Background: an optimization exercise with open tools, aiming at small area, a short achievable clock period and few clock cycles per item. Do not read the settings as production practice. RTL that was checked went through simulation tests only; none was proved equivalent to the original. Function not checked in runs 2 and 3: the RTL went through the layout flow alone. Power and IR drop assume default switching activity.

## flow/design.v (module list and top-level ports; edited modules follow where they fit)
// module iter_multiplier: 1205 lines
module iter_multiplier (
    input  logic        clk,
    input  logic        rst_n,
    input  logic        mul_start,
    input  logic [63:0] a,
    input  logic [63:0] b,
    input  logic [1:0]  op,
    input  logic        word,
    input  logic        next,
    output logic [63:0] mul_result,
    output logic        mul_ok,
    output logic        busy
);
  // ...
==> flow/flow/run.sh <==
#!/bin/bash
set -e
export BUFFER_PORTS_ARGS="-buffer_cell sky130_fd_sc_hd__buf_2"
bash standard.sh > standard.log 2>&1
==> flow/standard.sh <==
#!/bin/bash
# synth_recipe.tcl (not shown) runs the flow's synth.tcl, then flattens the netlist and writes it again
# the make line also repeats each setting of config.mk as NAME=value (left out here)
make -C /OpenROAD-flow-scripts/flow DESIGN_CONFIG=/design/flow/config.mk WORK_HOME=/design/flow/orfs CLKGATE_MAP_FILE= SYNTH_SCRIPT=/design/flow/synth_recipe.tcl "${@:-finish}"
==> flow/config.mk <==
export PLATFORM = sky130hd
export DESIGN_NAME = iter_multiplier
export DESIGN_NICKNAME = iter_multiplier
export VERILOG_FILES = /design/flow/design.v
export SDC_FILE = /design/flow/constraint.sdc
export NUM_CORES = 4
export LEC_CHECK = 0
export CAP_MARGIN = 20
export CORE_MARGIN = 2
export CORE_UTILIZATION = 40
export CTS_BUF_LIST = sky130_fd_sc_hd__clkbuf_8 sky130_fd_sc_hd__clkbuf_4
export SETUP_SLACK_MARGIN = 4.5
export SLEW_MARGIN = 20
==> flow/constraint.sdc <==
create_clock -name core_clock -period 7.5 [get_ports {clk}]
set_input_delay 1.5000 -clock core_clock [delete_from_list [all_inputs] [get_ports {clk}]]
set_output_delay 1.5000 -clock core_clock [all_outputs]
set_load 0.01 [all_outputs]
==> results.txt, run 1 <==
post-CTS setup buffer count = 2
DP Wirelength = 60910 µm
post_cts resized = 33
share of synthesized flip-flops with an asynchronous set or reset = 0.01282
clock buf count = 87
CP max stage cell = a221o_1
dominant kind of cell = multi-input gates
count leader, synth = a22oi_1
WP buf/inv = 0
YS warnings = 1
Power Clock = 1.74 mW
Clock transition at path regs = 0.07 ns
min-delay worst type = reg -> reg
static leakage power = 11.18 nW
area growth from synthesis to layout = 12.38%
status = finished clean
routed vias = 19980
placed cells = 3331
antenna violations before repair = 5
final WL = 84020 µm
vertical die dimension = 255.2 µm
setup ws final = 4.523 ns
Crit. End Element = flip-flop
CTS HTree Levels = 2
Post-Syn Nets = 2954
Testbench counts, summed over its fixed seeds: cycles 23,924, items 2,400.
==> run 2, diff against run 1 <==
--- a/flow/design.v
+++ b/flow/design.v
@@ -16,31 +16,34 @@
     logic        a64_q, b64_q;
     logic [66:0] s_q, c_q;
     logic        cy_q;
     logic [7:0]  lo_s_q, lo_c_q;
     logic [3:0]  one_q, two_q, neg_q;       
     logic [3:0]  one_h_q, two_h_q, neg_h_q;  
     logic [2:0]  cnt_q;
     logic        word_q, fixop_q;
+    logic        fits_q;    
+    logic        half_q;    
     wire idle = !busy_q && !ok_q;
     wire calc = busy_q && !fix_q && !inc_q;
     wire a_sgn_in = (op != 2'b11);
     wire b_sgn_in = !op[1];
     wire a64_in   = a_sgn_in & a[63];
+    wire fits_in  = !word && (op == 2'b00) && (b[63:32] == {32{b[63]}});
     function automatic logic [2:0] benc(input logic x2, input logic x1, input logic x0);
         benc[0] = x1 ^ x0;                                   
         benc[1] = (x2 & ~x1 & ~x0) | (~x2 & x1 & x0);        
         benc[2] = x2;                                        
     endfunction
     logic [8:0] win;
     logic [3:0] one_d, two_d, neg_d;
     always_comb begin
         if (idle) win = b[8:0];
-        else      win = {(cnt_q == 3'd6 && !word_q) ? b64_q : b_q[16], b_q[15:8]};
+        else      win = {((cnt_q == 3'd6 && !half_q) || (cnt_q == 3'd2 && fits_q)) ? b64_q : b_q[16], b_q[15:8]};
         for (int i = 0; i < 4; i++) begin
             logic [2:0] e;
             e = benc(win[2*i+2], win[2*i+1], win[2*i]);
             one_d[i] = e[0];
             two_d[i] = e[1];
             neg_d[i] = e[2];
         end
     end
@@ -1132,33 +1135,36 @@
             b_d = b;
         end else if (inc_q) begin
             b_d[63:32] = b_q[63:32] + 32'd1;
         end else if (busy_q) begin
             if (fix_q && fixop_q) begin
                 b_d = {hh, hl};
             end else begin
                 b_d = {low9[7:0], b_q[63:8]};
-                if (word_q) b_d[31:24] = low9[7:0];
+                if (half_q) b_d[31:24] = low9[7:0];
                 if (word_q && fix_q) b_d[63:32] = {32{low9[7]}};
+                if (fits_q && fix_q) b_d[63:32] = hl;
             end
         end
     end
-    wire last = word_q ? (cnt_q == 3'd3) : (cnt_q == 3'd7);
+    wire last = half_q ? (cnt_q == 3'd3) : (cnt_q == 3'd7);
     always_ff @(posedge clk) begin
         b_q <= b_d;
         if (idle) begin
             a_q     <= a;
             a64_q   <= a64_in;
             b64_q   <= b_sgn_in & b[63];
             s_q     <= {3'b000, b[0] ? ~a : 64'b0};
             c_q     <= {(b[0] & !a64_in) ? 3'b011 : 3'b100, 64'b0};
             cy_q    <= b[0];
             cnt_q   <= 3'd0;
             word_q  <= word;
+            fits_q  <= fits_in;
+            half_q  <= word || fits_in;
             fixop_q <= !word && (op != 2'b00);
         end else begin
             s_q    <= ts[74:8];
             c_q    <= tc[74:8];
             lo_s_q <= ts[7:0];
             lo_c_q <= tc[7:0];
             if (cnt_q != 3'd0 || fix_q) cy_q <= low9[8];
             cnt_q <= cnt_q + 3'd1;
==> flow/config.mk (replaced) <==
export PLATFORM = sky130hd
export DESIGN_NAME = iter_multiplier
export DESIGN_NICKNAME = iter_multiplier
export VERILOG_FILES = /design/flow/design.v
export SDC_FILE = /design/flow/constraint.sdc
export NUM_CORES = 4
export LEC_CHECK = 0
export CAP_MARGIN = 20
export CORE_MARGIN = 2
export CORE_UTILIZATION = 40
export SETUP_SLACK_MARGIN = 4.5
export SLEW_MARGIN = 20
==> results.txt, run 2 <==
status = finished clean
GP Congestion = 0.9408
YS warnings = 1 (unchanged)
Post-Syn Nets = 3120 (+5.6%)
largest net degree at the start of global routing = 160
Reg area = 7841 µm²
Critical Path Sink = b_q[61]
DP Wirelength = 65850 µm (+8.1%)
first-iteration detailed-routing DRC count = 2873
core area = 64580 µm²
min-delay worst type = reg -> reg
CP Depth = 11
static leakage power = 11.81 nW (+5.6%)
VDD IR-drop max = 0.1786 mV
final WL = 90650 µm (+7.9%)
slowest stage delay, CP = 0.42 ns
area growth from synthesis to layout = 15.60%
Syn Std Cell Area = 26180 µm²
placed cells = 3492 (+4.8%)
Worst Setup SP = lo_s_q[7]
# fillers = 6006
Routed WL per cell = 25.12 µm
Nets = 3203
Worst-Margin Slew = 1.168 ns
first-pass GRT wire length = 135600 µm
Clock transition at path regs = 0.06 ns (about the same)
Max Cap Viol = 0
hold buffer count at CTS = 0
setup_tns = 0 ns
setup ws final = 4.297 ns (-0.2267 ns)
power per standard cell area = 453.0 nW/µm²
CP max stage cell = edfxtp_1
CTS tree = built
Clock Sinks = 314
TritonCTS Buffers = 40
CP arrival = 3.63 ns
fin crit share = 0.4271
crit start category = flip-flop
DIE WIDTH = 259.8 µm
CP max FO = 4
dominant cell type by area after synthesis = fa_1
R2R Setup Slk = 4.30 ns
area occupied by multi-input gates = 17540 µm²
FF-to-FF End = b_q[61]
sequential share of the synthesized area = 0.2987
Post-synth top cells = fa_1 (266), a22oi_1 (264), xnor2_1 (192)
CTS Buffer Depth = 3
PortBufs = 200
Top FF cell, synth = dfxtp_1
Largest Register = c_q
share of synthesized flip-flops with an asynchronous set or reset = 0.01274 (-0.00008166)
Initial Utilization = 0.4053
Relative slew margins = 0.2214
CTS HTree Levels = 2 (unchanged)
R2R cell count = 11
layout cell share with drive strength beyond 1 = 0.1702
Antenna Violating Nets Remaining = 0
row cnt = 93
vertical die dimension = 259.8 µm (+1.8%)
root buffer cell = clkbuf_16
final setup violation count = 0
Clock Skew = 0.02505 ns
Via-to-Cell Ratio = 5.977
top cells by area, synth = fa_1 (20%), edfxtp_1 (17%), dfxtp_1 (12%)
Crit path max-delay family = compound AO/OA/AOI/OAI gates
drt first pass iters = 6
WP buf/inv = 1 (+1)
reg2reg start = lo_s_q[7]
endpoints failing hold = 0
Largest register FFs = 67
grt ovf = 0
gate count after technology mapping = 2636
number of global-route vias before repair = 21170
Avg Cell Area, Syn = 9.930 µm²
critical-path cell list = ha_4 > and4_1 > and2_4 > a211o_4 > clkinv_4 > a2bb2oi_4 > o32ai_4 > a211oi_4 > mux2_4 > a221o_1 > a21oi_2
unrepaired setup endpoints after global routing = true
worst hold slack = 0.4512 ns
CP Class = reg -> reg
Tot GR Track Use = 0.2630
top cell type's share of synthesized area = 0.2034
commonest non-fill, non-tap cells in the layout = a22oi_1 (263), fa_1 (263), buf_2 (200), inv_1 (189), xnor2_1 (178)
Clock Latency Late Sink = 0.58 ns
antenna violations before repair = 12 (+7)
final cell count without fillers = 3609
post-synth cell types = 77
fmax = 312.2 MHz
EDFF count, synth = 151
Slew Limit Fails = 0
IO Pins = 201
routed vias = 21570 (+8.0%)
full die area = 67500 µm²
post-route minimum period = 3.203 ns
Req. time, crit path = 7.93 ns
DRC = 0
count leader, synth = fa_1
largest registers = c_q (67), s_q (65)
Crit. End Element = flip-flop
#FFs+latches synth = 314
pre-CTS setup slack = 3.824 ns
[run 2: cell count changes after synthesis, moves of 13 or more]
cell / delta
a21oi_1: +30
clkbuf_1: +13
inv_1: +21
xnor2_1: +85
xor2_1: -79
o211ai_1: +13
o21ai_0: +22
nand2_1: +25
o22ai_1: +13
[run 2: worst reg2reg max path, delay by kind of cell (launching register included)]
kind / cells / cell delay, ns
AO/OA/AOI/OAI: 6 / 1.58
flip-flops: 1 / 0.42
AND/OR/NAND/NOR: 2 / 0.38
multiplexers: 1 / 0.33
adder cells (fa/ha/maj): 1 / 0.28
buffers and inverters: 1 / 0.07
[run 2: kinds of logic (layout without fill, tap and decap cells)]
logic type	after synthesis	after routing	share of synthesized area
XOR/XNOR	353	353	0.1181
AND/OR/NAND/NOR	490	491	0.09178
adder cells (fa/ha/maj)	349	349	0.2431
AO/OA/AOI/OAI	695	695	0.1793
multiplexers	17	17	0.006596
other	0	5	0
buffers and inverters	418	530	0.06248
flip-flops	314	314	0.2987
[run 2: cell type report]
cell class | instances | share of cell area
Tap cell | 855 | 0.03535
Inverter | 193 | 0.02514
Antenna cell | 5 | 0.0004135
Sequential cell | 314 | 0.2591
Clock inverter | 18 | 0.008477
Clock buffer | 54 | 0.03994
Timing Repair Buffer | 265 | 0.05181
Multi-Input combinational cell | 1905 | 0.5797
[run 2: how the worst min path moves through the flow]
stage,start,endpoint,depth (start not counted)
global route,cnt_q[0],cnt_q[0],1
floorplan,cnt_q[0],cnt_q[0],1
finish,cnt_q[0],cnt_q[0],1
detailed placement,cnt_q[0],cnt_q[0],1
CTS,cnt_q[0],cnt_q[0],1
global placement,cnt_q[0],cnt_q[0],1
[run 2: power by group]
group / internal [mW] / switching (mW) / total, mW
sequential: 2.32 / 0.381 / 2.70
combinational: 3.70 / 5.14 / 8.83
clock: 1.34 / 0.834 / 2.17
total: 7.36 / 6.35 / 13.7
[run 2: metal layers]
metal | up-vias | track usage | wire (µm)
met5 | - | 0 | 74
met4 | 12 | 0.08078 | 2932
met2 | 1259 | 0.4084 | 41220
met3 | 163 | 0.04600 | 8966
li1 | 9332 | - | -
met1 | 10810 | 0.3738 | 37460
[run 2: through the flow]
stage               instance area [µm²]  power, mW  utilization
floorplan                         26180      8.138            -
global placement                  27580      10.78       0.4270
detailed placement                27600      10.85       0.4274
CTS                               29590      13.35       0.4582
global route                      30250      14.86       0.4684
finish                            30260      13.71       0.4685
[run 2: timing repair]
item	4_1_cts	5_1_grt
endpoints found under the hold margin	0	0
buffers inserted	18	20
gates cloned	1	1
setup endpoints to repair	175	98
pin swaps	32	47
gates resized for setup	78	103
==> run 3, diff against run 2 <==
--- a/flow/config.mk
+++ b/flow/config.mk
@@ -9,4 +9,4 @@
 export CORE_MARGIN = 2
 export CORE_UTILIZATION = 40
-export SETUP_SLACK_MARGIN = 4.5
+export SETUP_SLACK_MARGIN = 4.65
 export SLEW_MARGIN = 20
==> results.txt, run 3 <==
largest net degree at the start of global routing = 130 (-19%)
slowest stage delay, CP = 0.46 ns (+0.04 ns)
row cnt = 93 (unchanged)
count leader, synth = fa_1
gate count after technology mapping = 2636 (unchanged)
cell area after layout = 31020 µm² (+2.5%)
routed vias = 21810 (+1.1%)
area growth from synthesis to layout = 18.49%
Top FF cell, synth = dfxtp_1
full die area = 67500 µm² (unchanged)
commonest non-fill, non-tap cells in the layout = fa_1 (262), a22oi_1 (259), buf_2 (201), inv_1 (187), xnor2_1 (176)
Max Cap Viol = 0 (unchanged)
DRC = 0 (unchanged)
internal power = 7.356 mW (about the same)
number of global-route vias before repair = 21750 (+2.7%)
antenna violations before repair = 11 (-1)
top cell type's share of synthesized area = 0.2034 (unchanged)
pre-CTS setup slack = 3.791 ns (-0.03343 ns)
CP arrival = 3.52 ns (-0.11 ns)
vertical die dimension = 259.8 µm (unchanged)
Routed WL per cell = 25.05 µm (-0.25%)
first-iteration detailed-routing DRC count = 2813 (-2.1%)
CTS tree = built
Relative slew margins = 0.1479 (-0.07353)
critical-path cell list = ha_4 > a211oi_2 > o21ai_1 > a211o_4 > clkinv_4 > a2bb2oi_4 > o21ai_1 > and3_1 > o31a_1 > o211ai_1 > a31oi_1
min-delay worst type = reg -> reg
Via-to-Cell Ratio = 5.963 (-0.24%)
crit start category = flip-flop
dominant cell type by area after synthesis = fa_1
Syn Std Cell Area = 26180 µm² (unchanged)
sequential share of the synthesized area = 0.2987 (unchanged)
Crit. End Element = flip-flop
most common cell after layout, fill and taps aside = fa_1
placed inst area = 27660 µm² (+0.23%)
Largest Register = c_q
fmax = 308.6 MHz (-1.1%)
share of synthesized flip-flops with an asynchronous set or reset = 0.01274 (unchanged)
post-synth cell types = 77 (unchanged)
CP max stage cell = edfxtp_1
Nets = 3252 (+1.5%)
Clock Latency Late Sink = 0.58 ns (about the same)
Comb pwr share = 0.664 (+0.020)
YS warnings = 1 (unchanged)
hold buffer count at CTS = 0 (unchanged)
Tot GR Track Use = 0.2641 (+0.001108)
Clock Sinks = 314 (unchanged)
setup_tns = 0 ns (unchanged)
Crit path top cell by count = o21ai_1
DP Wirelength = 65080 µm (-1.2%)
switching share of power = 0.4677 (+0.004365)
unrepaired setup endpoints after global routing = true
sequential fraction of design power = 0.195 (-0.002)
Antenna Violating Nets Remaining = 0 (unchanged)
CP max FO = 5 (+1)
setup ws final = 4.260 ns (-0.03726 ns)
power per standard cell area = 445.6 nW/µm² (-1.6%)
Slew Limit Fails = 0 (unchanged)
layout cell share with drive strength beyond 1 = 0.1974 (+0.02711)
fin util = 0.4803 (+0.01172)
fin crit share = 0.4321 (+0.004968)
status = finished clean
EDFF count, synth = 151 (unchanged)
core area = 64580 µm² (unchanged)
drt first pass iters = 8 (+2)
clock power share = 0.141 (-0.017)
final setup violation count = 0 (unchanged)
first-pass GRT wire length = 136900 µm (+0.93%)
DIE WIDTH = 259.8 µm (unchanged)
Post-synth top cells = fa_1 (266), a22oi_1 (264), xnor2_1 (192)
CP Class = reg -> reg
CTS HTree Levels = 2 (unchanged)
IO Pins = 201 (unchanged)
Initial Utilization = 0.4053 (unchanged)
Largest register FFs = 67 (unchanged)
Req. time, crit path = 7.78 ns (-0.15 ns)
#FFs+latches synth = 314 (unchanged)
Post-Syn Nets = 3120 (unchanged)
PortBufs = 200 (unchanged)
top cells by area, synth = fa_1 (20%), edfxtp_1 (17%), dfxtp_1 (12%)
largest registers = c_q (67), s_q (65)
TritonCTS Buffers = 39 (-2.5%)
grt ovf = 0 (unchanged)
endpoints failing hold = 0 (unchanged)
Psw = 6.464 mW (+1.8%)
static leakage power = 12.08 nW (+2.3%)
post-route minimum period = 3.241 ns (+0.03726 ns)
Clock transition at path regs = 0.07 ns (about the same)
CTS Buffer Depth = 3 (unchanged)
Worst-Margin Slew = 1.278 ns (+0.1103 ns)
root buffer cell = clkbuf_16
Clock Skew = 0.01707 ns (-0.007987 ns)
Avg Cell Area, Syn = 9.930 µm² (unchanged)
GP Congestion = 0.9576 (+1.8%)
final WL = 91640 µm (+1.1%)
VDD IR-drop max = 0.2000 mV (+12%)
## run 3: worst paths after layout
check                                from  endpoint  slack (ns)  cells after the start
worst min register to register   cnt_q[0]  cnt_q[0]        0.45                      1
worst max register to register  lo_c_q[0]   b_q[50]        4.26                     11
min in group asynchronous           rst_n      ok_q        0.73                      1
max in group asynchronous           rst_n    busy_q        6.64                      1
worst max-delay path            lo_c_q[0]   b_q[50]        4.26                     11
worst min-delay path             cnt_q[0]  cnt_q[0]        0.45                      1
## run 3: logic make-up (layout without fill, tap and decap cells)
logic type      count (synthesis)  count (layout)  synth area share
compound gates                695             695            0.1793
xor+xnor                      353             353            0.1181
fa+ha+maj                     349             349            0.2431
buf+inv                       418             578           0.06248
flops                         314             314            0.2987
mux                            17              17          0.006596
other cells                     0               6                 0
simple gates                  490             491           0.09178
## run 3: layer usage
| metal | share of wire | global-route usage |
|---|---|---|
| met1 | 0.40 | 0.3637 |
| met2 | 0.45 | 0.4100 |
| met5 | 0.00062 | 0 |
| met3 | 0.10 | 0.05117 |
| met4 | 0.044 | 0.1027 |
## run 3: metrics by stage
stage               total power, mW  instances  hold WS [ns]
floorplan                     8.172       2636        0.4173
global placement              10.76       3493        0.4266
detailed placement            10.87       3493        0.4338
CTS                           13.20       3588        0.4479
global route                  14.94       3653        0.4909
finish                        13.82       3658        0.4507
## run 3: cell type report
cell class / count / area [µm²]
Fill cell: 5842 / 33560
Multi-Input combinational cell: 1905 / 17840
Sequential cell: 314 / 7849
Timing Repair Buffer: 315 / 2198
Clock buffer: 56 / 1154
Tap cell: 855 / 1070
Inverter: 193 / 758.2
Clock inverter: 14 / 135.1
Antenna cell: 6 / 15.01
## run 3: repair_timing
| action | CTS | global route |
|---|---|---|
| pin swaps | 31 | 75 |
| setup endpoints to repair | 192 | 128 |
| endpoints found under the hold margin | 0 | 0 |
| cloned | 2 | 5 |
| gates resized for setup | 111 | 159 |
| buffers inserted | 23 | 59 |
## run 3: critical path, delay by kind of cell (launching register included)
kind,cells,cell delay [ns]
AOI/OAI and AO/OA,8,1.89
and+or+nand+nor,1,0.24
DFF,1,0.46
buffers and inverters,1,0.07
adders and majority gates,1,0.29
## run 3: power by group through the flow
stage	Combinational (mW)	Clock (mW)	Sequential, mW
5_1_grt	10.2	2.02	2.73
3_5_place_dp	8.17	0	2.70
4_1_cts	8.57	1.97	2.67
3_3_place_gp	8.07	0	2.69
2_1_floorplan	5.64	0	2.53
6_report	9.18	1.95	2.69

-- static timing again, ports no longer ideal --
In the flow no input, the clock included, has a driving cell. The finished layouts below were timed again as built, in two steps. Step 1 sets driving cells, clkbuf_16 on the clock port and buf_2 on the other inputs (assumed; they add their load-dependent delay and slew). Step 2 adds t to the input delays and takes it off the output delays; t is the mean of the earliest and latest rising clock arrival at the registers after step 1. Input paths then give back, and output paths get back, about the clock's delay inside the block. Three values: ideal ports, drivers, drivers and shift; two values: the first two.
| run | t (ns) | slack for setup (ns) | worst setup path at the end |
|---|---|---|---|
| run 1 | 0.744 | 4.523 / 4.503 / 4.215 | input to register |
| run 2 | 0.626 | 4.297 / 4.297 / 4.297 | register to register |
| run 3 | 0.627 | 4.260 / 4.260 / 4.260 | register to register |
After both steps every run listed still meets setup and hold. The setup slack of run 1, which loses most, moves by -0.020 ns with the drivers and by -0.308 ns with both steps.
